Context: an optimization exercise on an open-source flow, tuned for small area, a short achievable clock period and few clock cycles. The choices shown serve that exercise and are no tape-out recipe. Only simulation tests tie the RTL to the original design; equivalence was not proved. Power figures rest on the tool's default switching activity, not on a simulated workload.

$ cat design/flow/config.mk
export PLATFORM = sky130hd
export DESIGN_NAME = sme
export DESIGN_NICKNAME = sme
export VERILOG_FILES = /design/flow/design.v
export SDC_FILE = /design/flow/constraint.sdc
export NUM_CORES = 4
export LEC_CHECK = 0
export CAP_MARGIN = 20
export CORE_MARGIN = 2
export CORE_UTILIZATION = 65
export CTS_BUF_LIST = sky130_fd_sc_hd__clkbuf_4 sky130_fd_sc_hd__clkbuf_8
export CTS_CLUSTER_DIAMETER = 60
export CTS_CLUSTER_SIZE = 16
export SLEW_MARGIN = 20
$ cat design/flow/constraint.sdc
create_clock -name core_clock -period 10.0 [get_ports {clk}]
set_input_delay 2.0000 -clock core_clock [delete_from_list [all_inputs] [get_ports {clk}]]
set_output_delay 2.0000 -clock core_clock [all_outputs]
set_load 0.01 [all_outputs]
$ cat design/flow/design.v
package sme_pkg;
    typedef logic [7:0] char_t;
    localparam char_t char_any   = 8'h2E;  
    localparam char_t char_head  = 8'h5E;  
    localparam char_t char_tail  = 8'h24;  
    localparam char_t char_space = 8'h20;
    typedef enum logic [1:0] {
        st_idle = 2'd0,
        st_scan = 2'd1,
        st_done = 2'd2
    } engine_state_t;
endpackage
module sme #(
    parameter int max_string_len  = 32,
    parameter int max_pattern_len = 8
) (
    input  logic                                 clk,
    input  logic                                 reset,
    input  sme_pkg::char_t                       chardata,
    input  logic                                 isstring,
    input  logic                                 ispattern,
    output logic                                 valid,
    output logic                                 match,
    output logic [$clog2(max_string_len)-1:0]    match_index
);
    localparam int N     = max_string_len;
    localparam int P     = max_pattern_len;
    localparam int idx_w = $clog2(N);
    localparam int len_w = $clog2(N + 1);
    localparam int cnt_w = $clog2(P + 1);
    sme_pkg::char_t   mem [N];
    logic [len_w-1:0] str_len;
    logic             isstring_d;
    logic             s_first;   
    logic [N:0]   at_len;    
    logic [N-1:0] in_str;    
    logic [N-1:0] is_sp;     
    logic [N-1:0] eq;        
    logic [N-1:0] we;
    assign s_first = isstring && !isstring_d;
    always_comb begin
        for (int j = 0; j <= N; j++) at_len[j] = (str_len == len_w'(j));
        for (int j = 0; j < N; j++) begin
            in_str[j] = (str_len > len_w'(j));
            is_sp[j]  = (mem[j] == sme_pkg::char_space);
            eq[j]     = (mem[j] == chardata);
            we[j]     = at_len[j];
        end
        we[0] = at_len[0] || s_first;
    end
    always_ff @(posedge clk or posedge reset) begin
        if (reset) begin
            isstring_d <= 1'b0;
            str_len    <= '0;
        end else begin
            isstring_d <= isstring;
            if (isstring) begin
                if (!isstring_d) str_len <= len_w'(1);
                else if (str_len != len_w'(N)) str_len <= str_len + 1'b1;
            end
        end
    end
    always_ff @(posedge clk) begin
        for (int j = 0; j < N; j++) begin
            if (we[j]) mem[j] <= chardata;
        end
    end
    logic [N:0]       e_vec;
    logic [cnt_w-1:0] raw_cnt;    
    logic [cnt_w-1:0] core_cnt;   
    logic             head_pend;
    logic             last_tail;  
    logic             tail_found;
    logic [idx_w-1:0] tail_pos;   
    logic             over;       
    logic r_first, c_dot, c_head, c_tail, head_first;
    logic [N:0] pre, cur, step_ok, e_next, head_ok, tail_mask, tail_vec;
    logic [cnt_w-1:0] core_pre;
    assign r_first    = (raw_cnt == '0);
    assign c_dot      = (chardata == sme_pkg::char_any);
    assign c_head     = (chardata == sme_pkg::char_head);
    assign c_tail     = (chardata == sme_pkg::char_tail);
    assign head_first = r_first && c_head;
    assign core_pre   = r_first ? '0 : core_cnt;
    always_comb begin
        pre = e_vec | {(N+1){r_first}};
        head_ok[0] = 1'b1;
        for (int j = 1; j <= N; j++) head_ok[j] = in_str[j-1] && is_sp[j-1];
        cur = pre & ((head_pend && !r_first) ? head_ok : '1);
        for (int j = 0; j < N; j++) begin
            step_ok[j]   = cur[j] && in_str[j];
            tail_mask[j] = at_len[j] || (in_str[j] && is_sp[j]);
        end
        step_ok[N]   = 1'b0;
        tail_mask[N] = at_len[N];
        e_next[0] = 1'b0;
        for (int j = 1; j <= N; j++) e_next[j] = step_ok[j-1] && (c_dot || eq[j-1]);
        tail_vec = cur & tail_mask;
    end
    function automatic logic [idx_w-1:0] first_set(input logic [N+1:0] v);
        first_set = '0;
        for (int j = N + 1; j >= 0; j--) begin
            if (v[j]) first_set = idx_w'(j);
        end
    endfunction
    always_ff @(posedge clk) begin
        if (!ispattern) begin
            raw_cnt <= '0;
        end else if (raw_cnt != cnt_w'(P)) begin
            raw_cnt <= raw_cnt + 1'b1;
        end
        over <= ispattern && (raw_cnt == cnt_w'(P));
    end
    always_ff @(posedge clk) begin
        e_vec      <= e_next | {(N+1){head_first}};
        core_cnt   <= core_pre + cnt_w'(!head_first);
        head_pend  <= head_first;
        last_tail  <= c_tail;
        tail_found <= |tail_vec;
        tail_pos   <= first_set({tail_vec, 1'b0});
    end
    logic             res_found;
    logic [idx_w-1:0] res_pos;
    assign res_found = last_tail ? tail_found : (head_pend || (|e_vec));
    assign res_pos   = last_tail ? tail_pos : (head_pend ? '0 : first_set({1'b0, e_vec}));
    always_ff @(posedge clk or posedge reset) begin
        if (reset) begin
            valid <= 1'b0;
        end else begin
            valid <= !ispattern && (raw_cnt != '0);
        end
    end
    always_ff @(posedge clk) begin
        if (!over) begin
            match       <= res_found;
            match_index <= res_found ? res_pos - idx_w'(core_cnt) : '0;
        end
    end
endmodule
$ cat design/flow/flow/run.sh
#!/bin/bash
# Standard ORFS layout, with repair_timing aiming for extra setup slack.
set -euo pipefail
bash standard.sh SETUP_SLACK_MARGIN=7 finish > standard_flow.log 2>&1
$ cat design/flow/standard.sh
#!/bin/bash
# synth_recipe.tcl (not shown) runs the flow's synth.tcl, then flattens the netlist and writes it again
# the make line also repeats each setting of config.mk as NAME=value (left out here)
make -C /OpenROAD-flow-scripts/flow DESIGN_CONFIG=/design/flow/config.mk WORK_HOME=/design/flow/orfs CLKGATE_MAP_FILE= SYNTH_SCRIPT=/design/flow/synth_recipe.tcl "${@:-finish}"
==> out/qor.yml, run 1 <==
wl_per_cell_um: 25.2
hold_viol: 0
crit_path_max_incr_delay_ps: 370
p_total_mw: 2.78
antennaDiodeCount: 0
synth_area_um2: 16100
hold_path.class: "reg -> reg"
ys_ff_latch: 319
status: "complete, no violations"
tns_ps: 0
synth_edf_count: 262
core_um2: 24300
cts_sinks: 319
nets: 1456
cts_buffers: 28
drc_errors: 0
grt_start_max_net_pins: 47
maxSlewViolCount: 0
fp-row-count: 57
crit_chain: "buf_2"
synth_ff_type: "edfxtp_1"
highest_layer: "met4"
synthTopCellsByArea: "edfxtp_1 49%, xnor2_1 8.1%, xor2_1 6.2%"
portBuffers: 18
clk_pin_slew_ps: 100
worstMarginPinSlew_ps: 917
critPathArrivalTime_ps: 1110
dieHeight_um: 161
leakage_nw: 6.38
synth_most_common_cell: "edfxtp_1"
syn-num-nets: 1397
met3_length_mm: 4.64
drt-met1-wl_mm: 18.3
synth_top_area_cell: "edfxtp_1"
die-area_um2: 26000
grt_first_pass_wirelength_mm: 63.2
final.period_utilization: 0.311
fp.dieW_um: 161
cts_hold_buf: 0
dp.cells: 1658
peakVddDrop_mv: 0.163
area_growth_pct: 15.1
synth.top_cell.area_share: 0.489
ys_seq_area_frac: 0.562
cts_tree: "yes"
clkLatencyLatePin_ps: 610
synthArstFlopShare: 0.0251
clockRootBuffer: "clkbuf_8"
htreeDepth: 1
drive_gt1_frac: 0.171
timing.slew.headroom: 0.387
dr_wl_met2_mm: 20.4
max_freq_ghz: 0.321
crit_family: "flip-flops"
crit_type: "reg -> out"
setup_violations: 0
finalCriticalPeriod_ps: 3110
clk_path_buf_depth: 3
vias_per_cell: 6.62
crit_fanout: 1
rsz0062_at_grt: "yes"
grt_pass1_vias: 11281
final_cells: 1776
cap_violations: 0
grt-ovfl-total: 0
hpwlAfterDp_mm: 26.1
drt_iter0_drc: 1636
gr-usage-all-layers: 0.317
skew_ps: 32.3
routed_wl_mm: 44.8
power_density_nw_per_um2: 150
start_util: 0.662
crit_required_ps: 8000
yosysWarnings: 2
ios: 19
ant_nets: 0
synth.avg_cell_area_um2: 11.7
critPathBufInv: 1
synthDistinctLibCells: 88
dr.pass1.iters: 5
synth_commonest_cells: "262 x edfxtp_1, 149 x xnor2_1, 114 x xor2_1, 83 x nor2_1, 71 x nand2_1"
netlist_instances: 1371
endpoint_kind: "output port"
slowest_stage: "edfxtp_1"
fin_util: 0.761
start_kind: "register"
gp_congestion: 0.972
vias: 11761
antenna_found_initial: 0
## logic make-up after synthesis
logic type,share of synthesized area
buffers and inverters,0.0305
flip-flops,0.562
XOR/XNOR,0.143
AND/OR/NAND/NOR,0.145
multiplexers,0.00124
AO/OA/AOI/OAI,0.107
adder cells (fa/ha/maj),0.0114
## worst paths after layout
| path | startpoint | depth (start not counted) | slack, ps | endpoint |
|---|---|---|---|---|
| setup / recovery | match_index[0] | 1 | 6890 | match_index[0] |
| hold / removal | raw_cnt[1] | 2 | 510 | raw_cnt[1] |
| setup reg to reg | e_vec[31] | 15 | 6910 | match_index[4] |
| hold reg to reg | raw_cnt[1] | 2 | 510 | raw_cnt[1] |
| max in group asynchronous | reset | 2 | 8040 | str_len[0] |
| min in group asynchronous | reset | 2 | 1660 | str_len[1] |
## sequential cells by signal, indices dropped and copies added (netlist names)
name	count
tail_found	1
mem	256
last_tail	1
isstring_d	1
raw_cnt	4
e_vec	33
valid	1
tail_pos	5
core_cnt	4
match_index	5
over	1
str_len	6
match	1
## report_power, final
group	total [mW]	internal (mW)	leakage [nW]	switching, mW
logic	0.395	0.162	3.15	0.233
clock network	0.877	0.411	0.345	0.466
registers	1.51	1.48	2.89	0.0288
## final cells by class
| type | count | area, um^2 |
|---|---|---|
| fill | 1556 | 5800 |
| sequential | 319 | 9060 |
| clock inverter | 11 | 174 |
| inverter | 34 | 138 |
| clock buffer | 41 | 495 |
| timing repair buffer | 99 | 1290 |
| tap | 324 | 405 |
| multi-input combinational | 948 | 6950 |
## layer usage
layer	up-vias	GRT usage
li1	5213	-
met1	5729	0.444
met2	688	0.502
met3	131	0.0639
met4	0	0.101
met5	-	0
## stage by stage
step	hold slack, ps	worst slack [ps]	area (um^2)
floorplan	471	6590	16300
global placement	489	5780	16500
detailed placement	497	5620	16500
CTS	509	6870	17700
global route	561	6790	18500
finish	511	6890	18500
## what timing repair did
item,in CTS,in global routing
endpoints found under the setup margin,62,45
gates cloned,3,9
pin swaps,19,25
buffers inserted,11,43
resized for setup,127,55
## cells in the final DEF, fill, tap and decap left out, types with 10 or more instances in the layout
cell type and count:
nand2b_1 10, and3_1 14, a21oi_2 11, edfxtp_1 262, clkbuf_8 30, nor2_1 73
a21oi_1 49, inv_1 30, nand2_1 71, buf_16 11, and2_1 10, nor4b_1 29
o31ai_1 12, nand3_1 17, o21ai_0 45, o211ai_1 10, nand4_1 43, clkbuf_4 11
xnor2_1 149, dfxtp_1 47, o221ai_1 10, nor3_1 12, nor4_1 56, o22ai_1 18
xor2_1 113, buf_4 53
Testbench counts, summed over its fixed seeds: cycles 8,566.
==> run 2, diff against run 1 <==
--- a/design/flow/config.mk
+++ b/design/flow/config.mk
@@ -5,9 +5,10 @@
 export SDC_FILE = /design/flow/constraint.sdc
 export NUM_CORES = 4
 export LEC_CHECK = 0
+export ABC_AREA = 1
 export CAP_MARGIN = 20
 export CORE_MARGIN = 2
-export CORE_UTILIZATION = 65
+export CORE_UTILIZATION = 55
 export CTS_BUF_LIST = sky130_fd_sc_hd__clkbuf_4 sky130_fd_sc_hd__clkbuf_8
 export CTS_CLUSTER_DIAMETER = 60
 export CTS_CLUSTER_SIZE = 16
==> run 2 against run 1 <==
Largest cell class unchanged. Clock skew decreased by 9.2 ps. Routed wire length increased by 8.0%. Critical path type is now reg -> reg. Count of clock-buffer cells in the layout decreased by 6. Die area increased by 17%. Still clean on timing, DRC and antenna. Critical path depth increased by 24.
==> out/qor.yml, run 2 <==
cts_buffers: 31
cap_violations: 0
synthArstFlopShare: 0.0251
synth_area_um2: 16000
antenna_found_initial: 0
dp.cells: 1956
vias: 12449
status: "complete, no violations"
setup_violations: 0
yosysWarnings: 2
start_kind: "register"
drt_iter0_drc: 1230
wl_per_cell_um: 23.2
maxSlewViolCount: 0
crit_path_max_incr_delay_ps: 380
grt_start_max_net_pins: 54
final_cells: 2085
tns_ps: 0
ys_seq_area_frac: 0.566
leakage_nw: 7.06
gr-usage-all-layers: 0.301
hold_path.class: "reg -> reg"
ant_nets: 0
drive_gt1_frac: 0.197
portBuffers: 18
met3_length_mm: 3.94
drt-met1-wl_mm: 19.9
finalCriticalPeriod_ps: 3490
crit_required_ps: 10480
hpwlAfterDp_mm: 28.3
synth_edf_count: 262
largestRegisters: "mem x256, e_vec x33, str_len x6"
hold_viol: 0
start_util: 0.557
die-area_um2: 30500
placed_area_um2: 16600
final_cell_area_um2: 18800
clk_path_buf_depth: 3
syn-num-nets: 1622
largest_reg_flops: 256
drc_errors: 0
nets: 1704
clockRootBuffer: "clkbuf_8"
dieHeight_um: 175
max_freq_ghz: 0.287
highest_layer: "met4"
ys_ff_latch: 319
crit_fanout: 3
area_growth_pct: 17.5
synthDistinctLibCells: 54
fp-row-count: 62
synth.avg_cell_area_um2: 10.0
synthTopCellsByArea: "edfxtp_1 49%, xnor2_1 6.6%, nand2_1 6.2%"
final_cell_mix: "264 x nand2_1, 262 x edfxtp_1, 141 x nor2_1"
routed_wl_mm: 48.4
synth_commonest_cells: "265 x nand2_1, 262 x edfxtp_1, 158 x nor2_1, 128 x inv_1, 120 x xnor2_1"
core_um2: 28700
cts_sinks: 319
fp.dieW_um: 175
synth_most_common_cell: "nand2_1"
timing.slew.headroom: 0.331
grt_pass1_vias: 11913
power_density_nw_per_um2: 151
crit_type: "reg -> reg"
dr_wl_met2_mm: 22.5
critPathArrivalTime_ps: 3970
worstMarginPinSlew_ps: 998
grt-ovfl-total: 0
synth.top_cell.area_share: 0.492
regMostFlops: "mem"
cts_tree: "yes"
ios: 19
vias_per_cell: 5.97
skew_ps: 23.1
htreeDepth: 1
rsz0062_at_grt: "yes"
synth_ff_type: "edfxtp_1"
final_common_cell: "nand2_1"
gp_congestion: 0.991
endpoint_kind: "register"
slowest_stage: "fa_2"
grt_first_pass_wirelength_mm: 69.4
final.period_utilization: 0.349
synth_top_area_cell: "edfxtp_1"
clkLatencyLatePin_ps: 640
netlist_instances: 1596
clk_pin_slew_ps: 100
peakVddDrop_mv: 0.167
dr.pass1.iters: 6
[run 2: changes by cell type in the layout (fill, tap and decap cells not counted), sizes merged, moves of 19 or more]
cell	previous run	this run
o21ai	58	77
nor4b	31	0
nand2	71	276
nand3	19	76
xnor2	149	120
o22ai	23	4
or2	5	42
inv	36	146
a21oi	61	32
nor4	63	44
xor2	114	56
nor2	85	168
[run 2: cell type report]
class                           instances  area (um^2)
Clock inverter                         20          200
Antenna cell                            1         2.50
Clock buffer                           35          457
Timing Repair Buffer                  103         1350
Sequential cell                       319         9060
Tap cell                              384          480
Fill cell                            2317         9890
Inverter                              145          603
Multi-Input combinational cell       1078         6660
[run 2: timing repair]
| action | in CTS | in global routing |
|---|---|---|
| endpoints found under the setup margin | 87 | 49 |
| setup buffers | 22 | 38 |
| gates resized for setup | 135 | 86 |
| cloned | 7 | 6 |
| pin swaps | 9 | 37 |
| hold buffers | 0 | 0 |
[run 2: critical path, delay by kind of cell, from the launching register on]
kind	cells	cell delay [ps]
adders and majority gates	2	590
AOI/OAI and AO/OA	19	2150
DFF	1	340
buffers and inverters	2	100
and+or+nand+nor	2	170
[run 2: final timing paths]
path                             start             end  slack [ps]  depth (start not counted)
min in group asynchronous        reset      isstring_d        1680                          2
min reg2reg                core_cnt[3]     core_cnt[3]         490                          2
max reg2reg                  e_vec[29]  match_index[4]        6510                         25
min                        core_cnt[3]     core_cnt[3]         490                          2
max in group asynchronous        reset      str_len[4]        7980                          2
max                          e_vec[29]  match_index[4]        6510                         25
[run 2: per-stage QoR]
stage / util / power, mW / worst slack, ps / hold WS (ps)
after floorplan: - / 1.77 / 6640 / 450
after global placement: 0.578 / 1.87 / 5460 / 485
after detailed placement: 0.578 / 1.88 / 5440 / 478
final: 0.655 / 2.84 / 6510 / 488
after CTS: 0.627 / 2.77 / 6410 / 494
after global routing: 0.655 / 2.93 / 6230 / 532
[run 2: cells by family after synthesis]
logic type / Yosys count / synth area share
AND/OR/NAND/NOR: 689 / 0.199
flip-flops: 319 / 0.566
buffers and inverters: 200 / 0.0491
AO/OA/AOI/OAI: 198 / 0.0783
XOR/XNOR: 176 / 0.0963
adder cells (fa/ha/maj): 14 / 0.0114
[run 2: power breakdown]
group	leakage (nW)	switching (mW)	internal (mW)	total, mW
Clock	0.331	0.513	0.355	0.868
Sequential	2.88	0.0305	1.49	1.52
Combinational	3.84	0.279	0.174	0.453
Total	7.06	0.823	2.02	2.84
[run 2: metal layers]
| metal | vias up | global-route usage |
|---|---|---|
| li1 | 5710 | - |
| met1 | 6074 | 0.405 |
| met2 | 533 | 0.489 |
| met3 | 132 | 0.0553 |
| met4 | 0 | 0.112 |
| met5 | - | 0 |
==> run 3, diff against run 2 <==
--- a/design/flow/config.mk
+++ b/design/flow/config.mk
@@ -5,7 +5,6 @@
 export SDC_FILE = /design/flow/constraint.sdc
 export NUM_CORES = 4
 export LEC_CHECK = 0
-export ABC_AREA = 1
 export CAP_MARGIN = 20
 export CORE_MARGIN = 2
 export CORE_UTILIZATION = 55
==> run 3 against run 2 <==
Still clean. Worst hold slack better by 30 ps. Largest power group unchanged. Sequential cell count unchanged. Core utilization down 1.8 points. Combinational power down 13%. Synthesized cell count down 14%. Die area up 0.57%. Sequential share of layout area up 1.2 points. Worst setup slack better by 290 ps. Routed wire length down 8.8%. Global-route usage down 2.5 points. Non-clock buffer count down 18. Clock skew up 15 ps. Critical endpoint is now match_index[3].
==> out/qor.yml, run 3 <==
status: "complete, no violations"
timing.slew.headroom: 0.327
synth_top_family_by_area: "simple AND/OR/NAND/NOR gates"
p_switching_mw: 0.752
whs_path_depth: 2
nets: 1446
crit_type: "reg -> reg"
syn-num-nets: 1397
drive_gt1_frac: 0.159
worstReg2RegStart: "e_vec[31]"
routed_wl_mm: 44.2
start_kind: "register"
hp-start: "raw_cnt[1]"
swShare: 0.275
gp_congestion: 0.916
vias_per_cell: 6.17
synth.avg_cell_area_um2: 11.7
synth.top_cell.area_share: 0.489
drt_iter0_drc: 1111
r2r-end: "match_index[3]"
dp.cells: 1719
peakVddDrop_mv: 0.129
clk_path_buf_depth: 3
leakage_nw: 6.25
netlist_instances: 1371
ys_ff_latch: 319
cts_tree: "yes"
ant_nets: 0
r2r_slack_ps: 6810
start_util: 0.559
setup_violations: 0
synth_most_common_cell: "edfxtp_1"
crit_fanout: 3
synth_compound_area_frac: 0.107
endpoint_kind: "register"
ios: 19
core_um2: 28800
p_comb_frac: 0.145
synth_edf_count: 262
regMostFlops: "mem"
grt_first_pass_wirelength_mm: 64.7
portBuffers: 18
vias: 11274
maxSlewViolCount: 0
area_growth_pct: 14.0
final_cells: 1828
nFillCells: 2235
synthTopCellsByArea: "edfxtp_1 49%, xnor2_1 8.1%, xor2_1 6.2%"
synthArstFlopShare: 0.0251
max_freq_ghz: 0.313
antenna_found_initial: 0
die-area_um2: 30600
grt-ovfl-total: 0
crit_required_ps: 10360
final_cell_mix: "262 x edfxtp_1, 149 x xnor2_1, 114 x xor2_1"
critPathArrivalTime_ps: 3550
cts_buffers: 31
hpwlAfterDp_mm: 27.5
fp.dieW_um: 175
final.period_utilization: 0.319
antennaDiodeCount: 0
yosysWarnings: 2
clk_pin_slew_ps: 90
final_common_cell: "edfxtp_1"
grt_pass1_vias: 10814
yosys.area_share.xor_xnor: 0.143
whs_ps: 518
sequentialPowerShare: 0.548
power_density_nw_per_um2: 149
finalCriticalPeriod_ps: 3190
gr-usage-all-layers: 0.276
yosys.area_share.simple: 0.145
tns_ps: 0
synth_ff_type: "edfxtp_1"
hold-path-endpoint: "raw_cnt[1]"
wl_per_cell_um: 24.2
dieHeight_um: 175
clockRootBuffer: "clkbuf_8"
grt_start_max_net_pins: 45
synth_commonest_cells: "262 x edfxtp_1, 149 x xnor2_1, 114 x xor2_1, 83 x nor2_1, 71 x nand2_1"
clkLatencyLatePin_ps: 630
largest_reg_flops: 256
intPower_mw: 1.98
drc_errors: 0
fin_util: 0.637
cap_violations: 0
rsz0062_at_grt: "yes"
p_clk_frac: 0.307
synth.area.mux_share: 0.00124
hold_viol: 0
synthDistinctLibCells: 88
worstMarginPinSlew_ps: 996
htreeDepth: 1
cts_hold_buf: 0
fp-row-count: 62
largestRegisters: "mem x256, e_vec x33, str_len x6"
p_total_mw: 2.73
synth_fa_ha_area_frac: 0.0114
cts_sinks: 319
skew_ps: 37.7
r2r_cells: 15
ys_seq_area_frac: 0.562
synth_area_um2: 16100
dr.pass1.iters: 5
synth_top_area_cell: "edfxtp_1"
hold_path.class: "reg -> reg"
-- run 3: cell count changes in the layout (fill, tap and decap cells not counted), sizes merged, moves of 17 or more --
cell / delta
xor2: +58
o21ai: -19
nor4b: +31
nand3: -57
xnor2: +29
or2: -37
inv: -110
nor2: -82
nor3: -17
a21oi: +29
nand2: -205
nor4: +19
o22ai: +19
-- run 3: worst max-delay path, cell delays in order (launching register included) --
cell,delay [ps]
dfxtp_4,370
buf_6,100
nor2_4,30
o31ai_4,290
a211oi_2,120
o31ai_2,290
a211oi_2,130
o31ai_2,310
a211oi_2,130
o31ai_2,190
buf_4,180
ha_4,190
a21o_1,180
a21oi_2,150
xor2_1,200
nor2_2,70
-- run 3: how the worst max path moves through the flow --
stage                         startpoint        endpoint  slack, ps  cells after the start
final                          e_vec[31]  match_index[3]       6810                     15
after floorplan              chardata[7]        e_vec[3]       6590                      7
after CTS                 match_index[0]  match_index[0]       6820                      1
after detailed placement     chardata[0]     core_cnt[3]       5640                     11
after global routing           e_vec[31]  match_index[3]       6720                     15
after global placement       chardata[0]     core_cnt[3]       5650                     11
-- run 3: repair_timing --
action                                  4_1_cts  5_1_grt
setup buffers                                18       26
resized for setup                           113       58
cloned                                        2        6
pin swaps                                    17       24
endpoints found under the setup margin       62       46
-- run 3: per-layer routing --
metal  vias up  track usage  routed length (um)
li1       5196            -                   -
met1      5558        0.400               19600
met2       441        0.433               20500
met3        79       0.0359                2940
met4         0       0.0882                1170
met5         -            0                   0
-- run 3: layout make-up --
cell class	count	area, um^2	area share
clock buffer	38	485	0.0265
clock inverter	19	170	0.00928
inverter	34	139	0.00757
multi-input combinational	949	6920	0.377
sequential	319	9050	0.494
tap	384	480	0.0262
timing repair buffer	85	1100	0.0599
-- run 3: cell families after synthesis --
| logic type | after synthesis |
|---|---|
| AND/OR/NAND/NOR | 412 |
| flip-flops | 319 |
| XOR/XNOR | 263 |
| AO/OA/AOI/OAI | 256 |
| buffers and inverters | 105 |
| adder cells (fa/ha/maj) | 14 |
| multiplexers | 2 |
-- run 3: metrics by stage --
step / instance area, um^2 / worst slack (ps)
finish: 18300 / 6810
global route: 18300 / 6720
CTS: 17700 / 6820
detailed placement: 16600 / 5640
global placement: 16600 / 5650
floorplan: 16300 / 6590
-- run 3: power by group through the flow --
stage	registers (mW)	clock network, mW	logic, mW
2_1_floorplan	1.53	0	0.234
3_3_place_gp	1.53	0	0.330
3_5_place_dp	1.53	0	0.333
4_1_cts	1.50	0.853	0.359
5_1_grt	1.50	0.905	0.425
6_report	1.50	0.840	0.395
==> run 4, diff against run 3 <==
==> design/flow/flow/run.sh (replaced) <==
#!/bin/bash
# Standard ORFS layout, with repair_timing aiming for extra setup slack.
set -euo pipefail
bash standard.sh SETUP_SLACK_MARGIN=6.5 finish > standard_flow.log 2>&1
==> run 4 against run 3 <==
Cell area decreased by 5.2%. Critical endpoint is now tail_pos[4]. Power increased by 0.26%. Sequential power about the same. Sequential share of layout area increased by 2.7 points. Largest power group unchanged. Maximum frequency decreased by 6.8%. Synthesized cell count unchanged. Routed wire length decreased by 4.2%. Final cell count decreased by 2.9%. Critical path type unchanged. Still clean on timing, DRC and antenna.
==> out/qor.yml, run 4 <==
status: "complete, no violations"
die-area_um2: 30600
crit_fanout: 13
synth.avg_cell_area_um2: 11.7
power_density_nw_per_um2: 158
netlist_instances: 1371
clk_path_buf_depth: 3
setup_violations: 0
synth_top_area_cell: "edfxtp_1"
finalCriticalPeriod_ps: 3430
final_cells: 1775
clk_pin_slew_ps: 100
yosysWarnings: 2
post-route-worst-setup-slack_ps: 6570
leakage_nw: 5.91
worstMarginPinSlew_ps: 1030
cts_tree: "yes"
dieHeight_um: 175
fp.dieW_um: 175
peakVddDrop_mv: 0.115
grt_start_max_net_pins: 45
cts_sinks: 319
start_util: 0.559
synthDistinctLibCells: 88
fp-row-count: 62
antenna_found_initial: 0
synth.top_cell.area_share: 0.489
hold-path-endpoint: "core_cnt[2]"
vias_per_cell: 6.20
start_kind: "register"
cts_buffers: 29
grt-ovfl-total: 0
hp-start: "core_cnt[2]"
synth_most_common_cell: "edfxtp_1"
clkLatencyLatePin_ps: 610
gr-usage-all-layers: 0.279
synth_ff_type: "edfxtp_1"
synth_commonest_cells: "262 x edfxtp_1, 149 x xnor2_1, 114 x xor2_1, 83 x nor2_1, 71 x nand2_1"
nets: 1395
synthTopCellsByArea: "edfxtp_1 49%, xnor2_1 8.1%, xor2_1 6.2%"
fin_util: 0.604
synth_area_um2: 16100
hold_viol: 0
r2r_cells: 10
grt_first_pass_wirelength_mm: 65.3
crit_type: "reg -> reg"
final_common_cell: "edfxtp_1"
whs_ps: 496
grt_pass1_vias: 10843
drive_gt1_frac: 0.0963
gp_congestion: 0.952
drt_iter0_drc: 1066
maxSlewViolCount: 0
final_cell_area_um2: 17400
ys_seq_area_frac: 0.562
routed_wl_mm: 42.3
r2r_slack_ps: 6570
tns_ps: 0
hold_path.class: "reg -> reg"
antennaDiodeCount: 0
clockRootBuffer: "clkbuf_8"
largestRegisters: "mem x256, e_vec x33, str_len x6"
cap_violations: 0
regArea_um2: 9050
wl_per_cell_um: 23.9
synth_edf_count: 262
p_total_mw: 2.74
dr.pass1.iters: 7
placed_area_um2: 16500
multi_input_area_um2: 6670
timing.slew.headroom: 0.309
worstReg2RegStart: "str_len[0]"
nFillCells: 2282
crit_required_ps: 10510
dp.cells: 1719
ios: 19
ys_ff_latch: 319
endpoint_kind: "register"
drc_errors: 0
htreeDepth: 1
area_growth_pct: 8.02
max_freq_ghz: 0.292
rsz0062_at_grt: "yes"
syn-num-nets: 1397
vias: 11004
portBuffers: 18
largest_reg_flops: 256
whs_path_depth: 2
critPathArrivalTime_ps: 3930
final_cell_mix: "262 x edfxtp_1, 149 x xnor2_1, 114 x xor2_1"
core_um2: 28800
regMostFlops: "mem"
hpwlAfterDp_mm: 28.2
skew_ps: 25.4
r2r-end: "tail_pos[4]"
dp_slack_ps: 5410
ant_nets: 0
synthArstFlopShare: 0.0251
final.period_utilization: 0.343
run 4: cell counts after synthesis:
No cell type changed its count.
run 4: how the worst max path moves through the flow:
stage	startpoint	end	slack [ps]	cells after the start
final	str_len[0]	tail_pos[4]	6570	10
after global routing	e_vec[26]	match_index[4]	6460	13
after CTS	match_index[3]	match_index[3]	6500	1
after detailed placement	chardata[2]	e_vec[10]	5410	8
after global placement	chardata[5]	e_vec[10]	5440	7
after floorplan	chardata[5]	core_cnt[2]	6520	8
run 4: layout make-up:
| type | instances | area share |
|---|---|---|
| sequential | 319 | 0.521 |
| multi-input combinational | 947 | 0.384 |
| tap | 384 | 0.0276 |
| clock buffer | 37 | 0.0264 |
| timing repair buffer | 38 | 0.0204 |
| clock inverter | 16 | 0.0137 |
| inverter | 34 | 0.00734 |
run 4: routing by layer:
layer	track usage	part of all wire	wire (um)	vias to the layer above
met5	0	0	0	-
met4	0.0844	0.034	1430	0
met3	0.0394	0.064	2710	101
met2	0.454	0.47	19700	411
met1	0.391	0.44	18500	5405
li1	-	-	-	5087
run 4: logic make-up (layout without fill, tap and decap cells):
group / count (synthesis) / count (layout) / synth area share
and+or+nand+nor: 412 / 412 / 0.145
DFF: 319 / 319 / 0.562
xor gates and xnor gates: 263 / 263 / 0.143
AOI/OAI and AO/OA: 256 / 256 / 0.107
buffers and inverters: 105 / 125 / 0.0305
adders and majority gates: 14 / 14 / 0.0114
muxes: 2 / 2 / 0.00124
run 4: where the power goes:
| group | internal [mW] | switching, mW |
|---|---|---|
| Clock | 0.421 | 0.474 |
| Sequential | 1.48 | 0.0252 |
| Combinational | 0.120 | 0.222 |
| Total | 2.02 | 0.722 |
run 4: timing repair:
action	in CTS	in global routing
setup buffers	3	0
setup endpoints to repair	31	24
resized for setup	16	30
endpoints found under the hold margin	0	0
hold buffers	0	0
pin swaps	2	8
run 4: worst max-delay path: stages (launching register included):
cell	delay (ps)
dfrtp_2	590
inv_2	250
ha_2	430
nand2b_1	250
a21oi_2	220
o21ai_0	120
a21oi_1	390
o21ai_0	180
nor3_1	350
nor2b_1	290
nor3b_1	250
==> run 5, diff against run 4 <==
==> design/flow/flow/run.sh (replaced) <==
#!/bin/bash
# Standard ORFS layout, with repair_timing aiming for extra setup slack.
set -euo pipefail
bash standard.sh SETUP_SLACK_MARGIN=6.3 finish > standard_flow.log 2>&1
==> run 5 against run 4 <==
Final cell count fell by 0.34%. Register-to-register slack got worse by 120 ps. Global-route usage fell by 1.1 points. Worst hold slack improved by 10 ps. Routed wire length fell by 3.3%.
==> out/qor.yml, run 5 <==
cpMostUsedCell: "buf_4"
synthDistinctLibCells: 88
clk_path_buf_depth: 3
clkLatencyLatePin_ps: 590
power_density_nw_per_um2: 153
cap_violations: 0
ant_nets: 0
wl_per_cell_um: 23.2
largestRegisters: "mem x256, e_vec x33, str_len x6"
hold_path.class: "reg -> reg"
whs_path_depth: 2
ios: 19
area_growth_pct: 6.49
crit_fanout: 35
p_total_mw: 2.63
skew_ps: 24.9
syn-num-nets: 1397
die-area_um2: 30600
synth_top_area_cell: "edfxtp_1"
cts_hold_buf: 0
worstMarginPinSlew_ps: 903
drive_gt1_frac: 0.0809
cts_setup_buffers: 0
routed_wl_mm: 41.0
grt_first_pass_wirelength_mm: 63.3
dp.cells: 1720
hold_viol: 0
synth_most_common_cell: "edfxtp_1"
worstReg2RegStart: "str_len[1]"
final_cells: 1769
timing.slew.headroom: 0.395
grt_start_max_net_pins: 47
peakVddDrop_mv: 0.133
largest_reg_flops: 256
start_kind: "input pin"
r2r-end: "tail_found"
r2r_slack_ps: 6450
regMostFlops: "mem"
r2r_cells: 11
final_common_cell: "edfxtp_1"
cts_buffers: 27
clockRootBuffer: "clkbuf_8"
synth_area_um2: 16100
nFillCells: 2366
fin_util: 0.596
final.period_utilization: 0.366
fp.dieW_um: 175
gr-usage-all-layers: 0.268
crit_start: "chardata[4]"
antennaDiodeCount: 0
endpoint_kind: "register"
final_cell_mix: "262 x edfxtp_1, 149 x xnor2_1, 114 x xor2_1"
hold-path-endpoint: "core_cnt[2]"
crit_family: "simple AND/OR/NAND/NOR gates"
crit_path_max_incr_delay_ps: 820
dr.pass1.iters: 5
final_cell_area_um2: 17100
multi_input_area_um2: 6590
crit_chain: "buf_4 -> or4b_2 -> nor2_2 -> buf_4 -> a21oi_1 -> a221o_1 -> o21ai_0"
synth.top_cell.area_share: 0.489
gp_congestion: 0.981
cts_tree: "yes"
grt-ovfl-total: 0
placed_area_um2: 16500
drt_iter0_drc: 891
htreeDepth: 1
synthArstFlopShare: 0.0251
synthTopCellsByArea: "edfxtp_1 49%, xnor2_1 8.1%, xor2_1 6.2%"
hp-start: "core_cnt[2]"
rsz0062_at_grt: "no"
maxSlewViolCount: 0
setup_violations: 0
hpwlAfterDp_mm: 27.4
vias_per_cell: 6.18
portBuffers: 18
antenna_found_initial: 0
regArea_um2: 9050
max_freq_ghz: 0.274
nets: 1391
finalCriticalPeriod_ps: 3660
synth.avg_cell_area_um2: 11.7
ys_seq_area_frac: 0.562
fp-row-count: 62
ys_ff_latch: 319
leakage_nw: 5.72
slowest_stage: "or4b_2"
cts_sinks: 319
yosysWarnings: 2
clk_pin_slew_ps: 90
status: "complete, no violations"
tns_ps: 0
critPathBufInv: 2
synth_ff_type: "edfxtp_1"
critPathArrivalTime_ps: 4170
crit_required_ps: 10510
synth_edf_count: 262
netlist_instances: 1371
start_util: 0.559
crit_type: "in -> reg"
dieHeight_um: 175
grt_pass1_vias: 10549
core_um2: 28800
vias: 10929
drc_errors: 0
synth_commonest_cells: "262 x edfxtp_1, 149 x xnor2_1, 114 x xor2_1, 83 x nor2_1, 71 x nand2_1"
cts_resized: 4
worst-path-stages: 7
==> run 5: metrics by stage <==
step | setup WS [ps] | hold slack (ps)
floorplan | 6310 | 464
detailed placement | 5580 | 492
global placement | 5710 | 489
CTS | 6270 | 506
global route | 6300 | 543
finish | 6340 | 506
==> run 5: power breakdown <==
group / internal, mW / switching (mW)
combinational: 0.118 / 0.212
sequential: 1.48 / 0.0231
clock: 0.351 / 0.448
total: 1.95 / 0.683
==> run 5: layout make-up <==
cell class | count | area share
well taps | 384 | 0.0280
repair buffers | 36 | 0.0179
multi-input cells | 947 | 0.385
clock inverters | 12 | 0.00796
clock buffers | 37 | 0.0261
inverters | 34 | 0.00745
flip-flops and latches | 319 | 0.528
==> run 5: cell families after synthesis <==
| group | share of synthesized area |
|---|---|
| buffers and inverters | 0.0305 |
| XOR/XNOR | 0.143 |
| AND/OR/NAND/NOR | 0.145 |
| multiplexers | 0.00124 |
| AO/OA/AOI/OAI | 0.107 |
| adder cells (fa/ha/maj) | 0.0114 |
| flip-flops | 0.562 |
==> run 5: worst max path at each step <==
| stage | to | slack (ps) |
|---|---|---|
| 2_1_floorplan | e_vec[11] | 6310 |
| 3_3_place_gp | e_vec[28] | 5710 |
| 3_5_place_dp | e_vec[28] | 5580 |
| 4_1_cts | tail_found | 6270 |
| 5_1_grt | e_vec[9] | 6300 |
| 6_report | e_vec[28] | 6340 |
==> run 5: worst register-to-register path, delay by kind of cell (launching register included) <==
kind / cells / cell delay [ps]
adder cells (fa/ha/maj): 1 / 680
buffers and inverters: 2 / 510
AND/OR/NAND/NOR: 5 / 1160
AO/OA/AOI/OAI: 3 / 710
flip-flops: 1 / 370
==> run 5: per-layer routing <==
| layer | global-route usage | share of wire | vias up |
|---|---|---|---|
| met1 | 0.388 | 0.45 | 5358 |
| met2 | 0.437 | 0.46 | 429 |
| met5 | 0 | 0 | - |
| li1 | - | - | 5064 |
| met3 | 0.0302 | 0.063 | 78 |
| met4 | 0.0649 | 0.027 | 0 |
==> run 6, diff against run 5 <==
==> design/flow/flow/run.sh (replaced) <==
#!/bin/bash
# Standard ORFS layout, with repair_timing aiming for extra setup slack.
set -euo pipefail
bash standard.sh SETUP_SLACK_MARGIN=6.7 finish > standard_flow.log 2>&1
--- a/design/flow/config.mk
+++ b/design/flow/config.mk
@@ -7,7 +7,7 @@
 export LEC_CHECK = 0
 export CAP_MARGIN = 20
 export CORE_MARGIN = 2
-export CORE_UTILIZATION = 55
+export CORE_UTILIZATION = 65
 export CTS_BUF_LIST = sky130_fd_sc_hd__clkbuf_4 sky130_fd_sc_hd__clkbuf_8
 export CTS_CLUSTER_DIAMETER = 60
 export CTS_CLUSTER_SIZE = 16
==> run 6 against run 5 <==
Still clean on timing, DRC and antenna. Clock skew is 25 ps higher. Maximum frequency is 11% higher. Sequential cell count stayed put. Power is 1.5% higher. Register-to-register slack better by 350 ps. Highest routed layer unchanged.
==> out/qor.yml, run 6 <==
yosysWarnings: 2
hold_path.class: "reg -> reg"
antenna_found_initial: 0
routed_wl_mm: 40.1
critPathArrivalTime_ps: 3770
gp_congestion: 0.974
regMostFlops: "mem"
multi_input_area_um2: 6790
hold_viol: 0
clk_path_buf_depth: 3
largestRegisters: "mem x256, e_vec x33, str_len x6"
grt_first_pass_wirelength_mm: 61.7
crit_type: "in -> reg"
whs_path_depth: 2
status: "complete, no violations"
fp-row-count: 57
setup_violations: 0
synthDistinctLibCells: 88
grt_start_max_net_pins: 47
leakage_nw: 5.95
clkLatencyLatePin_ps: 620
dr.pass1.iters: 5
synth_most_common_cell: "edfxtp_1"
cts_buffers: 28
final_cell_area_um2: 17600
maxSlewViolCount: 0
worstReg2RegStart: "e_vec[30]"
fp.dieW_um: 161
ios: 19
syn-num-nets: 1397
clockRootBuffer: "clkbuf_8"
nFillCells: 1707
ant_nets: 0
nets: 1408
grt_pass1_vias: 10797
hp-start: "raw_cnt[1]"
antennaDiodeCount: 0
max_freq_ghz: 0.304
cts_tree: "yes"
skew_ps: 49.9
r2r_cells: 13
post-route-worst-setup-slack_ps: 6710
timing.slew.headroom: 0.415
hold-path-endpoint: "raw_cnt[1]"
synth_area_um2: 16100
endpoint_kind: "register"
ys_ff_latch: 319
synth_ff_type: "edfxtp_1"
crit_path_max_incr_delay_ps: 400
placed_area_um2: 16500
final_cells: 1728
final.period_utilization: 0.329
regArea_um2: 9050
synth_top_area_cell: "edfxtp_1"
synth.top_cell.area_share: 0.489
crit_required_ps: 10480
finalCriticalPeriod_ps: 3290
crit_chain: "buf_6 -> buf_12 -> nor4bb_4 -> nand2_4 -> buf_4 -> ha_4 -> ha_2 -> xnor2_1"
rsz0062_at_grt: "yes"
synthTopCellsByArea: "edfxtp_1 49%, xnor2_1 8.1%, xor2_1 6.2%"
p_total_mw: 2.67
drt_iter0_drc: 1349
dp_slack_ps: 5090
peakVddDrop_mv: 0.178
crit_fanout: 34
largest_reg_flops: 256
synth_commonest_cells: "262 x edfxtp_1, 149 x xnor2_1, 114 x xor2_1, 83 x nor2_1, 71 x nand2_1"
synth_edf_count: 262
gr-usage-all-layers: 0.308
synthArstFlopShare: 0.0251
ys_seq_area_frac: 0.562
vias: 11116
cts_sinks: 319
r2r_slack_ps: 6800
htreeDepth: 1
final_cell_mix: "262 x edfxtp_1, 149 x xnor2_1, 114 x xor2_1"
core_um2: 24300
grt-ovfl-total: 0
tns_ps: 0
slowest_stage: "nor4bb_4"
portBuffers: 18
dieHeight_um: 161
vias_per_cell: 6.43
clk_pin_slew_ps: 100
final_common_cell: "edfxtp_1"
cts_hold_buf: 0
area_growth_pct: 9.34
worstMarginPinSlew_ps: 875
start_kind: "input pin"
r2r-end: "match_index[3]"
hpwlAfterDp_mm: 25.9
dp.cells: 1661
wl_per_cell_um: 23.2
synth.avg_cell_area_um2: 11.7
start_util: 0.662
power_density_nw_per_um2: 152
cap_violations: 0
drive_gt1_frac: 0.115
drc_errors: 0
netlist_instances: 1371
die-area_um2: 26000
[run 6: area by class of cell]
type                       count  area share
multi-input combinational    949       0.386
tap                          324      0.0230
clock inverter                11     0.00739
sequential                   319       0.514
inverter                      34     0.00789
clock buffer                  41      0.0282
timing repair buffer          50      0.0332
[run 6: worst max-delay path, delay by kind of cell]
family | cells | cell delay [ps]
simple gates | 2 | 600
buf+inv | 3 | 670
xor+xnor | 1 | 110
fa+ha+maj | 2 | 330
[run 6: logic make-up after synthesis]
kind of cell,after synthesis,synth area share
xor+xnor,263,0.143
buf+inv,105,0.0305
fa+ha+maj,14,0.0114
simple gates,412,0.145
flops,319,0.562
mux,2,0.00124
compound gates,256,0.107
[run 6: how the worst max path moves through the flow]
stage                start             end  slack [ps]
5_1_grt          e_vec[31]  match_index[4]        6650
6_report       chardata[7]     core_cnt[2]        6710
4_1_cts        chardata[4]     core_cnt[2]        6680
2_1_floorplan  chardata[7]        e_vec[3]        6590
3_3_place_gp   chardata[4]     core_cnt[2]        5140
3_5_place_dp   chardata[4]     core_cnt[2]        5090
[run 6: timing repair]
action	4_1_cts	5_1_grt
endpoints found under the setup margin	60	25
pin swaps	3	9
gates resized for setup	40	53
cloned	2	1
setup buffers	5	7
[run 6: routing by layer]
metal	vias to the layer above	global-route usage	wire, um
met1	5392	0.444	17400
met5	-	0	0
met2	521	0.486	18100
met3	86	0.0516	3500
met4	0	0.0942	1080
li1	5117	-	-
[run 6: metrics by stage]
step / util / hold WS [ps]
3_5_place_dp: 0.679 / 497
2_1_floorplan: - / 471
6_report: 0.724 / 506
5_1_grt: 0.724 / 555
3_3_place_gp: 0.679 / 490
4_1_cts: 0.712 / 509
[run 6: power breakdown]
part           switching (mW)  total [mW]  internal (mW)
Clock                   0.457       0.817          0.360
Combinational           0.222       0.355          0.133
Sequential             0.0210        1.50           1.48
Total                   0.700        2.67           1.97
==> run 7, diff against run 6 <==
==> design/flow/flow/run.sh (replaced) <==
#!/bin/bash
# Standard ORFS layout, with repair_timing aiming for extra setup slack.
set -euo pipefail
bash standard.sh SETUP_SLACK_MARGIN=6.85 finish > standard_flow.log 2>&1
--- a/design/flow/config.mk
+++ b/design/flow/config.mk
@@ -5,9 +5,10 @@
 export SDC_FILE = /design/flow/constraint.sdc
 export NUM_CORES = 4
 export LEC_CHECK = 0
+export ABC_CLOCK_PERIOD_IN_PS = 2500
 export CAP_MARGIN = 20
 export CORE_MARGIN = 2
-export CORE_UTILIZATION = 65
+export CORE_UTILIZATION = 55
 export CTS_BUF_LIST = sky130_fd_sc_hd__clkbuf_4 sky130_fd_sc_hd__clkbuf_8
 export CTS_CLUSTER_DIAMETER = 60
 export CTS_CLUSTER_SIZE = 16
==> run 7 against run 6 <==
Core utilization is 9.4 points lower. Maximum frequency grew 5.3%. Sequential power about the same. Critical path type is now reg -> out. Largest cell class unchanged. Still clean.
==> out/qor.yml, run 7 <==
drt_iter0_drc: 1106
final_common_cell: "edfxtp_1"
synthDistinctLibCells: 88
antennaDiodeCount: 0
vias: 11233
whs_ps: 506
crit_family: "flip-flops"
ios: 19
synth_commonest_cells: "262 x edfxtp_1, 149 x xnor2_1, 114 x xor2_1, 83 x nor2_1, 71 x nand2_1"
synth_edf_count: 262
grt_start_max_net_pins: 47
core_um2: 28800
drive_gt1_frac: 0.141
worstReg2RegStart: "e_vec[28]"
crit_type: "reg -> out"
fp.dieW_um: 175
ant_nets: 0
hp-start: "raw_cnt[1]"
endpoint_kind: "output port"
syn-num-nets: 1397
dp.cells: 1720
yosysWarnings: 2
nets: 1424
hold-path-endpoint: "raw_cnt[1]"
crit_required_ps: 8000
whs_path_depth: 2
hold_path.class: "reg -> reg"
die-area_um2: 30600
synth.top_cell.area_share: 0.489
largestRegisters: "mem x256, e_vec x33, str_len x6"
clk_path_buf_depth: 3
final_cells: 1807
skew_ps: 26.1
synthTopCellsByArea: "edfxtp_1 49%, xnor2_1 8.1%, xor2_1 6.2%"
gr-usage-all-layers: 0.278
vias_per_cell: 6.22
final.period_utilization: 0.313
synth_ff_type: "edfxtp_1"
drc_errors: 0
fin_util: 0.630
crit_chain: "buf_2"
timing.slew.headroom: 0.405
clockRootBuffer: "clkbuf_8"
regMostFlops: "mem"
cts_buffers: 31
cap_violations: 0
tns_ps: 0
cts_sinks: 319
synth.avg_cell_area_um2: 11.7
ys_ff_latch: 319
start_util: 0.559
dieHeight_um: 175
start_kind: "register"
crit_path_max_incr_delay_ps: 360
worstMarginPinSlew_ps: 880
routed_wl_mm: 43.1
hpwlAfterDp_mm: 27.8
finalCriticalPeriod_ps: 3130
rsz0062_at_grt: "yes"
synth_most_common_cell: "edfxtp_1"
htreeDepth: 1
dr.pass1.iters: 5
netlist_instances: 1371
gp_congestion: 0.949
setup_violations: 0
critPathBufInv: 1
wl_per_cell_um: 23.8
hold_viol: 0
grt-ovfl-total: 0
area_growth_pct: 12.6
final_cell_mix: "262 x edfxtp_1, 149 x xnor2_1, 114 x xor2_1"
grt_first_pass_wirelength_mm: 65.5
cts_hold_buf: 0
fp-row-count: 62
crit_fanout: 1
max_freq_ghz: 0.320
maxSlewViolCount: 0
r2r_slack_ps: 6910
power_density_nw_per_um2: 154
largest_reg_flops: 256
synth_top_area_cell: "edfxtp_1"
clkLatencyLatePin_ps: 630
critPathArrivalTime_ps: 1130
r2r-end: "match_index[4]"
leakage_nw: 6.12
multi_input_area_um2: 6830
r2r_cells: 14
nFillCells: 2311
slowest_stage: "edfxtp_1"
synthArstFlopShare: 0.0251
ys_seq_area_frac: 0.562
regArea_um2: 9060
portBuffers: 18
peakVddDrop_mv: 0.124
synth_area_um2: 16100
grt_pass1_vias: 11087
clk_pin_slew_ps: 90
cts_tree: "yes"
antenna_found_initial: 0
status: "complete, no violations"
run 7: cells by family after synthesis:
logic type	count (synthesis)	synth area share
multiplexers	2	0.00124
adder cells (fa/ha/maj)	14	0.0114
AO/OA/AOI/OAI	256	0.107
buffers and inverters	105	0.0305
flip-flops	319	0.562
AND/OR/NAND/NOR	412	0.145
XOR/XNOR	263	0.143
run 7: worst max path at each step:
stage	endpoint	cells after the start	startpoint
floorplan	e_vec[3]	7	chardata[7]
global placement	e_vec[28]	7	chardata[4]
detailed placement	e_vec[28]	7	chardata[4]
CTS	match_index[1]	1	match_index[1]
global route	match_index[4]	15	e_vec[31]
finish	match_index[1]	1	match_index[1]
run 7: through the flow:
stage	area, um^2	power (mW)	worst slack, ps
detailed placement	16600	1.86	5320
floorplan	16300	1.76	6590
CTS	17700	2.78	6840
global route	18100	2.89	6760
global placement	16600	1.85	5490
finish	18100	2.79	6870
run 7: worst reg2reg max path: stages, from the launching register on:
cell      delay [ps]
dfxtp_1          480
o21bai_1         160
a21oi_1           90
o21ai_1          150
a21oi_2           80
o31ai_2          250
a221oi_2         130
o311ai_2         320
ha_2             240
inv_2             40
fa_2             340
a21o_1           200
a21oi_2          140
xor2_1           150
nor2_1            60
run 7: power by group:
part           internal [mW]  switching (mW)
combinational          0.146           0.221
clock                  0.417           0.501
sequential              1.48          0.0300
run 7: timing repair:
action	4_1_cts	5_1_grt
pin swaps	4	13
buffers inserted	8	14
gates resized for setup	90	54
cloned	3	4
setup endpoints to repair	53	23
run 7: cell type report:
cell class              count  area share
clock buffers              37      0.0264
flip-flops and latches    319       0.500
multi-input cells         948       0.377
clock inverters            21      0.0137
inverters                  34     0.00725
repair buffers             64      0.0488
well taps                 384      0.0265
run 7: per-layer routing:
layer	part of all wire	vias up	wire length, um	global-route usage
met1	0.45	5558	19400	0.397
met5	0	-	0	0
li1	-	5161	-	-
met3	0.070	81	3000	0.0507
met2	0.46	433	19700	0.441
met4	0.023	0	984	0.0726
==> run 8, diff against run 7 <==
--- a/design/flow/config.mk
+++ b/design/flow/config.mk
@@ -5,7 +5,6 @@
 export SDC_FILE = /design/flow/constraint.sdc
 export NUM_CORES = 4
 export LEC_CHECK = 0
-export ABC_CLOCK_PERIOD_IN_PS = 2500
 export CAP_MARGIN = 20
 export CORE_MARGIN = 2
 export CORE_UTILIZATION = 55
==> run 8 against run 7 <==
Sequential share of layout area unchanged. Still clean on timing, DRC and antenna. Worst setup slack unchanged. Highest routed layer unchanged. Critical path type unchanged. Combinational power about the same.
==> out/qor.yml, run 8 <==
gp_congestion: 0.949
synth_commonest_cells: "262 x edfxtp_1, 149 x xnor2_1, 114 x xor2_1, 83 x nor2_1, 71 x nand2_1"
grt-ovfl-total: 0
wl_per_cell_um: 23.8
final_cells: 1807
grt_pass1_vias: 11087
max_freq_ghz: 0.320
cap_violations: 0
leakage_nw: 6.12
nets: 1424
synth_edf_count: 262
ys_seq_area_frac: 0.562
finalCriticalPeriod_ps: 3130
synth_ff_type: "edfxtp_1"
worstMarginPinSlew_ps: 880
antenna_found_initial: 0
clockRootBuffer: "clkbuf_8"
fin_util: 0.630
clk_pin_slew_ps: 90
largestRegisters: "mem x256, e_vec x33, str_len x6"
maxSlewViolCount: 0
cts_hold_buf: 0
dr.pass1.iters: 5
crit_fanout: 1
grt_first_pass_wirelength_mm: 65.5
gr-usage-all-layers: 0.278
status: "complete, no violations"
setup_violations: 0
rsz0062_at_grt: "yes"
synth_most_common_cell: "edfxtp_1"
clk_path_buf_depth: 3
vias: 11233
syn-num-nets: 1397
grt_start_max_net_pins: 47
critPathArrivalTime_ps: 1130
core_um2: 28800
netlist_instances: 1371
hold_path.class: "reg -> reg"
final_common_cell: "edfxtp_1"
p_total_mw: 2.79
crit_required_ps: 8000
yosysWarnings: 2
placed_area_um2: 16600
slowest_stage: "edfxtp_1"
ant_nets: 0
synth_top_area_cell: "edfxtp_1"
drive_gt1_frac: 0.141
power_density_nw_per_um2: 154
dp.cells: 1720
crit_chain: "buf_2"
skew_ps: 26.1
largest_reg_flops: 256
critPathBufInv: 1
synth.avg_cell_area_um2: 11.7
antennaDiodeCount: 0
regMostFlops: "mem"
drc_errors: 0
ys_ff_latch: 319
cts_tree: "yes"
final.period_utilization: 0.313
peakVddDrop_mv: 0.124
portBuffers: 18
ios: 19
drt_iter0_drc: 1106
start_kind: "register"
crit_family: "flip-flops"
htreeDepth: 1
dieHeight_um: 175
synthDistinctLibCells: 88
final_cell_area_um2: 18100
hpwlAfterDp_mm: 27.8
cts_buffers: 31
timing.slew.headroom: 0.405
final_cell_mix: "262 x edfxtp_1, 149 x xnor2_1, 114 x xor2_1"
area_growth_pct: 12.6
fp.dieW_um: 175
clkLatencyLatePin_ps: 630
synthTopCellsByArea: "edfxtp_1 49%, xnor2_1 8.1%, xor2_1 6.2%"
hold_viol: 0
routed_wl_mm: 43.1
fp-row-count: 62
synthArstFlopShare: 0.0251
tns_ps: 0
synth.top_cell.area_share: 0.489
endpoint_kind: "output port"
crit_path_max_incr_delay_ps: 360
cts_sinks: 319
die-area_um2: 30600
start_util: 0.559
vias_per_cell: 6.22
crit_type: "reg -> out"
synth_area_um2: 16100
run 8: cell counts after synthesis:
No cell type changed its count.
run 8: timing repair:
action,CTS,global route
cloned,3,4
pin swaps,4,13
setup buffers,8,14
endpoints found under the setup margin,53,23
hold endpoints to repair,0,0
gates resized for setup,90,54
run 8: area by class of cell:
cell class | count | area, um^2
Inverter | 34 | 131
Tap cell | 384 | 480
Sequential cell | 319 | 9060
Clock inverter | 21 | 248
Clock buffer | 37 | 478
Fill cell | 2311 | 10700
Multi-Input combinational cell | 948 | 6830
Timing Repair Buffer | 64 | 883
run 8: logic make-up after synthesis:
group,share of synthesized area
xor gates and xnor gates,0.143
buffers and inverters,0.0305
AOI/OAI and AO/OA,0.107
adders and majority gates,0.0114
and+or+nand+nor,0.145
DFF,0.562
muxes,0.00124
run 8: where the power goes:
group | switching, mW | internal (mW) | total, mW
Combinational | 0.221 | 0.146 | 0.366
Sequential | 0.0300 | 1.48 | 1.51
Clock | 0.501 | 0.417 | 0.918
run 8: worst paths after layout:
kind | cells after the start | from | slack, ps | to
worst max-delay path | 1 | match_index[1] | 6870 | match_index[1]
worst min-delay path | 2 | raw_cnt[1] | 510 | raw_cnt[1]
worst max register to register | 14 | e_vec[28] | 6910 | match_index[4]
worst min register to register | 2 | raw_cnt[1] | 510 | raw_cnt[1]
max in group asynchronous | 2 | reset | 7930 | str_len[2]
min in group asynchronous | 2 | reset | 1700 | str_len[1]
run 8: through the flow:
| step | setup slack [ps] | hold slack, ps |
|---|---|---|
| detailed placement | 5320 | 499 |
| global route | 6760 | 571 |
| global placement | 5490 | 496 |
| CTS | 6840 | 511 |
| floorplan | 6590 | 471 |
| finish | 6870 | 506 |
run 8: routing by layer:
metal / up-vias / track usage / routed length [um]
met4: 0 / 0.0726 / 984
met3: 81 / 0.0507 / 3000
li1: 5161 / - / -
met2: 433 / 0.441 / 19700
met1: 5558 / 0.397 / 19400
met5: - / 0 / 0
==> run 9, diff against run 8 <==
--- a/design/flow/config.mk
+++ b/design/flow/config.mk
@@ -11,4 +11,5 @@
 export CTS_BUF_LIST = sky130_fd_sc_hd__clkbuf_4 sky130_fd_sc_hd__clkbuf_8
 export CTS_CLUSTER_DIAMETER = 60
 export CTS_CLUSTER_SIZE = 16
+export GPL_TIMING_DRIVEN = 0
 export SLEW_MARGIN = 20
==> run 9 against run 8 <==
Worst setup slack worse by 190 ps. Power rose by 1.4%. Clock skew fell by 5.4 ps. Critical path type is now reg -> reg. Final cell count up 5.4%. Worst hold slack improved by 3.2 ps. Clock power fell by 3.5%. First-iteration DRC count is 21% higher. Area after synthesis is the same. Combinational power rose by 21%. Register-to-register slack got worse by 230 ps. Largest cell class unchanged. Sequential power hardly changed.
==> out/qor.yml, run 9 <==
synth_top_area_cell: "edfxtp_1"
crit_path_max_incr_delay_ps: 360
cts_sinks: 319
hold-path-endpoint: "raw_cnt[1]"
whs_path_depth: 2
use_met3: 0.0601
gr-max-usage-layer: "met2"
final_cell_mix: "262 x edfxtp_1, 146 x xnor2_1, 114 x xor2_1"
synth_ff_type: "edfxtp_1"
largestRegisters: "mem x256, e_vec x33, str_len x6"
ant_nets: 0
tns_ps: 0
peakVddDrop_mv: 0.134
ys_ff_latch: 319
grtUsageMet2: 0.555
start_util: 0.559
nets: 1525
gp_congestion: 1.01
regMostFlops: "mem"
clockRootBuffer: "clkbuf_8"
cap_violations: 0
crit_chain: "nor2b_1 -> o21bai_1 -> a21oi_2 -> o21ai_2 -> a21oi_2 -> o31ai_2 -> a221oi_2 -> o311ai_2 -> ha_2 -> inv_1 -> fa_2 -> a21o_1 -> a21oi_2 -> xor2_1 -> nor2_1"
worstMarginPinSlew_ps: 1080
r2r-end: "match_index[4]"
crit_type: "reg -> reg"
routed_wl_mm: 53.9
hold_viol: 0
final_cell_area_um2: 19500
final.period_utilization: 0.332
yosysWarnings: 2
dieHeight_um: 175
critPathArrivalTime_ps: 3690
worstReg2RegStart: "e_vec[31]"
power_density_nw_per_um2: 145
ys_seq_area_frac: 0.562
hold_path.class: "reg -> reg"
timing.slew.headroom: 0.274
finalCriticalPeriod_ps: 3320
max_freq_ghz: 0.301
synthTopCellsByArea: "edfxtp_1 49%, xnor2_1 8.1%, xor2_1 6.2%"
clk_path_buf_depth: 3
crit_fanout: 5
post-route-worst-setup-slack_ps: 6680
drive_gt1_frac: 0.234
start_kind: "register"
core_um2: 28800
cts_buffers: 30
area_growth_pct: 21.4
portBuffers: 18
final_common_cell: "edfxtp_1"
synth_area_um2: 16100
synth_commonest_cells: "262 x edfxtp_1, 149 x xnor2_1, 114 x xor2_1, 83 x nor2_1, 71 x nand2_1"
status: "complete, no violations"
cpMostUsedCell: "a21oi_2"
crit_required_ps: 10370
antenna_found_initial: 1
synthDistinctLibCells: 88
r2r_cells: 15
clkLatencyLatePin_ps: 640
clk_pin_slew_ps: 90
rsz0062_at_grt: "yes"
grt_first_pass_wirelength_mm: 77.4
vias: 12254
drc_errors: 0
fp-row-count: 62
gr-usage-all-layers: 0.347
endpoint_kind: "register"
netlist_instances: 1371
leakage_nw: 6.81
fp.dieW_um: 175
synth_edf_count: 262
wl_per_cell_um: 28.3
drt_iter0_drc: 1339
synth.top_cell.area_share: 0.489
r2r_slack_ps: 6680
maxSlewViolCount: 0
synth.avg_cell_area_um2: 11.7
slowest_stage: "fa_2"
fin_util: 0.679
placed_area_um2: 17100
cts_tree: "yes"
hpwlAfterDp_mm: 35.9
synthArstFlopShare: 0.0251
grt-ovfl-total: 0
die-area_um2: 30600
dr.pass1.iters: 5
grt_start_max_net_pins: 25
synth_most_common_cell: "edfxtp_1"
syn-num-nets: 1397
htreeDepth: 1
grt_pass1_vias: 11811
largest_reg_flops: 256
skew_ps: 20.7
met1_usage: 0.469
hp-start: "raw_cnt[1]"
vias_per_cell: 6.44
setup_violations: 0
ios: 19
dp_slack_ps: 5270
## run 9: cell counts after synthesis
Identical to the previous run, type by type.
## run 9: cells by family (layout without fill, tap and decap cells)
kind of cell	Yosys count	count (layout)	share of synthesized area
compound gates	256	256	0.107
simple gates	412	412	0.145
xor+xnor	263	263	0.143
fa+ha+maj	14	14	0.0114
buf+inv	105	253	0.0305
mux	2	2	0.00124
flops	319	319	0.562
other cells	0	1	0
## run 9: layer usage
layer  wire [um]  share of wire  up-vias
met1       21700           0.40     6093
met4        2890          0.054        0
met3        4800          0.089      170
li1            -              -     5354
met2       24600           0.46      637
met5           0              0        -
## run 9: cell type report
| cell class | instances | area [um^2] |
|---|---|---|
| fill | 2127 | 9240 |
| inverter | 34 | 138 |
| clock buffer | 34 | 449 |
| multi-input combinational | 947 | 7280 |
| clock inverter | 18 | 224 |
| timing repair buffer | 96 | 1140 |
| sequential | 319 | 9050 |
| antenna | 1 | 2.50 |
| buffer | 71 | 782 |
| tap | 384 | 480 |
## run 9: what timing repair did
| action | 4_1_cts | 5_1_grt |
|---|---|---|
| endpoints found under the setup margin | 79 | 55 |
| gates resized for setup | 199 | 107 |
| cloned | 4 | 1 |
| hold buffers | 0 | 0 |
| buffers inserted | 47 | 18 |
| pin swaps | 23 | 42 |
## run 9: worst max-delay path by stage
| stage | from | end | slack [ps] | depth (start not counted) |
|---|---|---|---|---|
| after floorplan | chardata[7] | e_vec[3] | 6590 | 7 |
| after global placement | chardata[6] | e_vec[27] | 3920 | 7 |
| after detailed placement | chardata[6] | e_vec[22] | 5270 | 9 |
| after CTS | e_vec[31] | match_index[4] | 6740 | 15 |
| after global routing | e_vec[31] | match_index[4] | 6600 | 15 |
| final | e_vec[31] | match_index[4] | 6680 | 15 |
## run 9: report_power, final
group,switching (mW),leakage (nW),internal (mW)
combinational,0.267,3.59,0.175
clock,0.492,0.333,0.394
sequential,0.0251,2.89,1.48
total,0.784,6.81,2.05
## run 9: critical path, delay by kind of cell (launching register included)
kind / cells / cell delay [ps]
simple gates: 2 / 180
flops: 1 / 350
fa+ha+maj: 2 / 580
xor+xnor: 1 / 160
compound gates: 9 / 1740
buf+inv: 1 / 60
## run 9: metrics by stage
stage	cells	power (mW)	hold WS, ps
CTS	1884	2.80	513
global route	1903	2.91	558
detailed placement	1781	1.90	502
floorplan	1371	1.76	471
global placement	1773	1.88	488
finish	1904	2.83	509
==> run 10, diff against run 9 <==
==> design/flow/config.mk (replaced) <==
export PLATFORM = sky130hd
export DESIGN_NAME = sme
export DESIGN_NICKNAME = sme
export VERILOG_FILES = /design/flow/design.v
export SDC_FILE = /design/flow/constraint.sdc
export NUM_CORES = 4
export LEC_CHECK = 0
export CAP_MARGIN = 20
export CORE_MARGIN = 2
export CORE_UTILIZATION = 55
export CTS_BUF_LIST = sky130_fd_sc_hd__clkbuf_4
export CTS_CLUSTER_DIAMETER = 40
export CTS_CLUSTER_SIZE = 8
export SLEW_MARGIN = 20
==> run 10 against run 9 <==
Non-clock buffer count is 109 lower. Critical path depth is 14 lower. Combinational power is 19% lower. Critical path type is now reg -> out. Largest power group unchanged.
==> out/qor.yml, run 10 <==
cts_buffers: 52
hold_path.class: "reg -> reg"
synth_top_area_cell: "edfxtp_1"
crit_required_ps: 8000
highest_layer: "met4"
clkLatencyLatePin_ps: 710
synthDistinctLibCells: 88
drive_gt1_frac: 0.152
largest_reg_flops: 256
maxSlewViolCount: 0
ys_ff_latch: 319
synth.avg_cell_area_um2: 11.7
wl_per_cell_um: 23.1
synth.area.mux_share: 0.00124
endpoint_kind: "output port"
vias_per_cell: 6.08
ys_seq_area_frac: 0.562
htreeDepth: 2
drt-met1-wl_mm: 19.1
synth_top_family_by_area: "simple AND/OR/NAND/NOR gates"
hpwlAfterDp_mm: 27.8
synth_edf_count: 262
yosysWarnings: 2
status: "complete, no violations"
fp.dieW_um: 175
yosys.area_share.simple: 0.145
synth_compound_area_frac: 0.107
setup_violations: 0
dr_wl_met2_mm: 19.4
multi_input_area_um2: 6800
synth_fa_ha_area_frac: 0.0114
cap_violations: 0
area_growth_pct: 11.9
cts_sinks: 319
dp_slack_ps: 5320
gp_congestion: 0.949
final.period_utilization: 0.320
timing.slew.headroom: 0.392
synth_commonest_cells: "262 x edfxtp_1, 149 x xnor2_1, 114 x xor2_1, 83 x nor2_1, 71 x nand2_1"
synth_area_um2: 16100
core_um2: 28800
regMostFlops: "mem"
dieHeight_um: 175
grt_start_max_net_pins: 47
largestRegisters: "mem x256, e_vec x33, str_len x6"
ios: 19
crit_type: "reg -> out"
synth.top_cell.area_share: 0.489
worstMarginPinSlew_ps: 900
vias: 11212
met3_length_mm: 3.09
r2r_cells: 14
skew_ps: 36.0
p_total_mw: 2.84
drt_iter0_drc: 1004
power_density_nw_per_um2: 158
start_util: 0.559
cts_tree: "yes"
max_freq_ghz: 0.312
clk_path_buf_depth: 3
hold_viol: 0
post-route-worst-setup-slack_ps: 6800
final_cell_mix: "262 x edfxtp_1, 149 x xnor2_1, 114 x xor2_1"
syn-num-nets: 1397
critPathBufInv: 1
cts_hold_buf: 0
fp-row-count: 62
portBuffers: 18
critPathArrivalTime_ps: 1200
synth_most_common_cell: "edfxtp_1"
crit_family: "flip-flops"
nFillCells: 2345
crit_fanout: 1
die-area_um2: 30600
drc_errors: 0
final_cells: 1843
rsz0062_at_grt: "yes"
ant_nets: 0
tns_ps: 0
start_kind: "register"
dp.cells: 1720
leakage_nw: 6.14
routed_wl_mm: 42.6
yosys.area_share.xor_xnor: 0.143
worst-path-stages: 1
finalCriticalPeriod_ps: 3200
crit_chain: "buf_2"
final_common_cell: "edfxtp_1"
grt_first_pass_wirelength_mm: 65.3
nets: 1439
netlist_instances: 1371
crit_path_max_incr_delay_ps: 360
synthArstFlopShare: 0.0251
synth_ff_type: "edfxtp_1"
clockRootBuffer: "clkbuf_4"
grt_pass1_vias: 11215
antenna_found_initial: 1
dr.pass1.iters: 6
synthTopCellsByArea: "edfxtp_1 49%, xnor2_1 8.1%, xor2_1 6.2%"
regArea_um2: 9060
grt-ovfl-total: 0
whs_path_depth: 2
gr-usage-all-layers: 0.276
clk_pin_slew_ps: 90
slowest_stage: "edfxtp_1"
peakVddDrop_mv: 0.122
==> run 10: cell families (layout without fill, tap and decap cells) <==
| group | count (synthesis) | count (layout) |
|---|---|---|
| compound gates | 256 | 256 |
| xor+xnor | 263 | 263 |
| fa+ha+maj | 14 | 14 |
| buf+inv | 105 | 190 |
| flops | 319 | 319 |
| mux | 2 | 2 |
| other cells | 0 | 2 |
| simple gates | 412 | 413 |
==> run 10: worst paths after layout <==
path                           startpoint              to  slack (ps)
setup / recovery           match_index[1]  match_index[1]        6800
hold / removal                 raw_cnt[1]      raw_cnt[1]         500
setup reg to reg                e_vec[28]  match_index[4]        6900
hold reg to reg                raw_cnt[1]      raw_cnt[1]         500
max in group asynchronous           reset      str_len[0]        8010
min in group asynchronous           reset           valid        1640
==> run 10: what timing repair did <==
action | 4_1_cts | 5_1_grt
cloned | 1 | 3
pin swaps | 4 | 11
gates resized for setup | 82 | 42
setup buffers | 6 | 13
endpoints found under the setup margin | 53 | 25
==> run 10: report_power, final <==
part | leakage [nW] | internal [mW] | switching (mW)
Combinational | 2.79 | 0.138 | 0.219
Clock | 0.470 | 0.498 | 0.480
Sequential | 2.88 | 1.48 | 0.0272
==> run 10: metrics by stage <==
step | util | hold slack [ps] | area [um^2]
after floorplan | - | 471 | 16300
after global placement | 0.576 | 496 | 16600
after detailed placement | 0.576 | 499 | 16600
after CTS | 0.614 | 510 | 17700
after global routing | 0.626 | 569 | 18000
final | 0.626 | 502 | 18000
==> run 10: final cells by class <==
class	instances	share of cell area
Multi-Input combinational cell	948	0.377
Inverter	34	0.00729
Tap cell	384	0.0267
Timing Repair Buffer	58	0.0403
Clock inverter	18	0.0118
Sequential cell	319	0.503
Antenna cell	2	0.000278
Clock buffer	80	0.0333
==> run 10: per-layer routing <==
| metal | global-route usage | vias up |
|---|---|---|
| li1 | - | 5206 |
| met1 | 0.396 | 5507 |
| met2 | 0.430 | 414 |
| met3 | 0.0529 | 85 |
| met4 | 0.0816 | 0 |
| met5 | 0 | - |
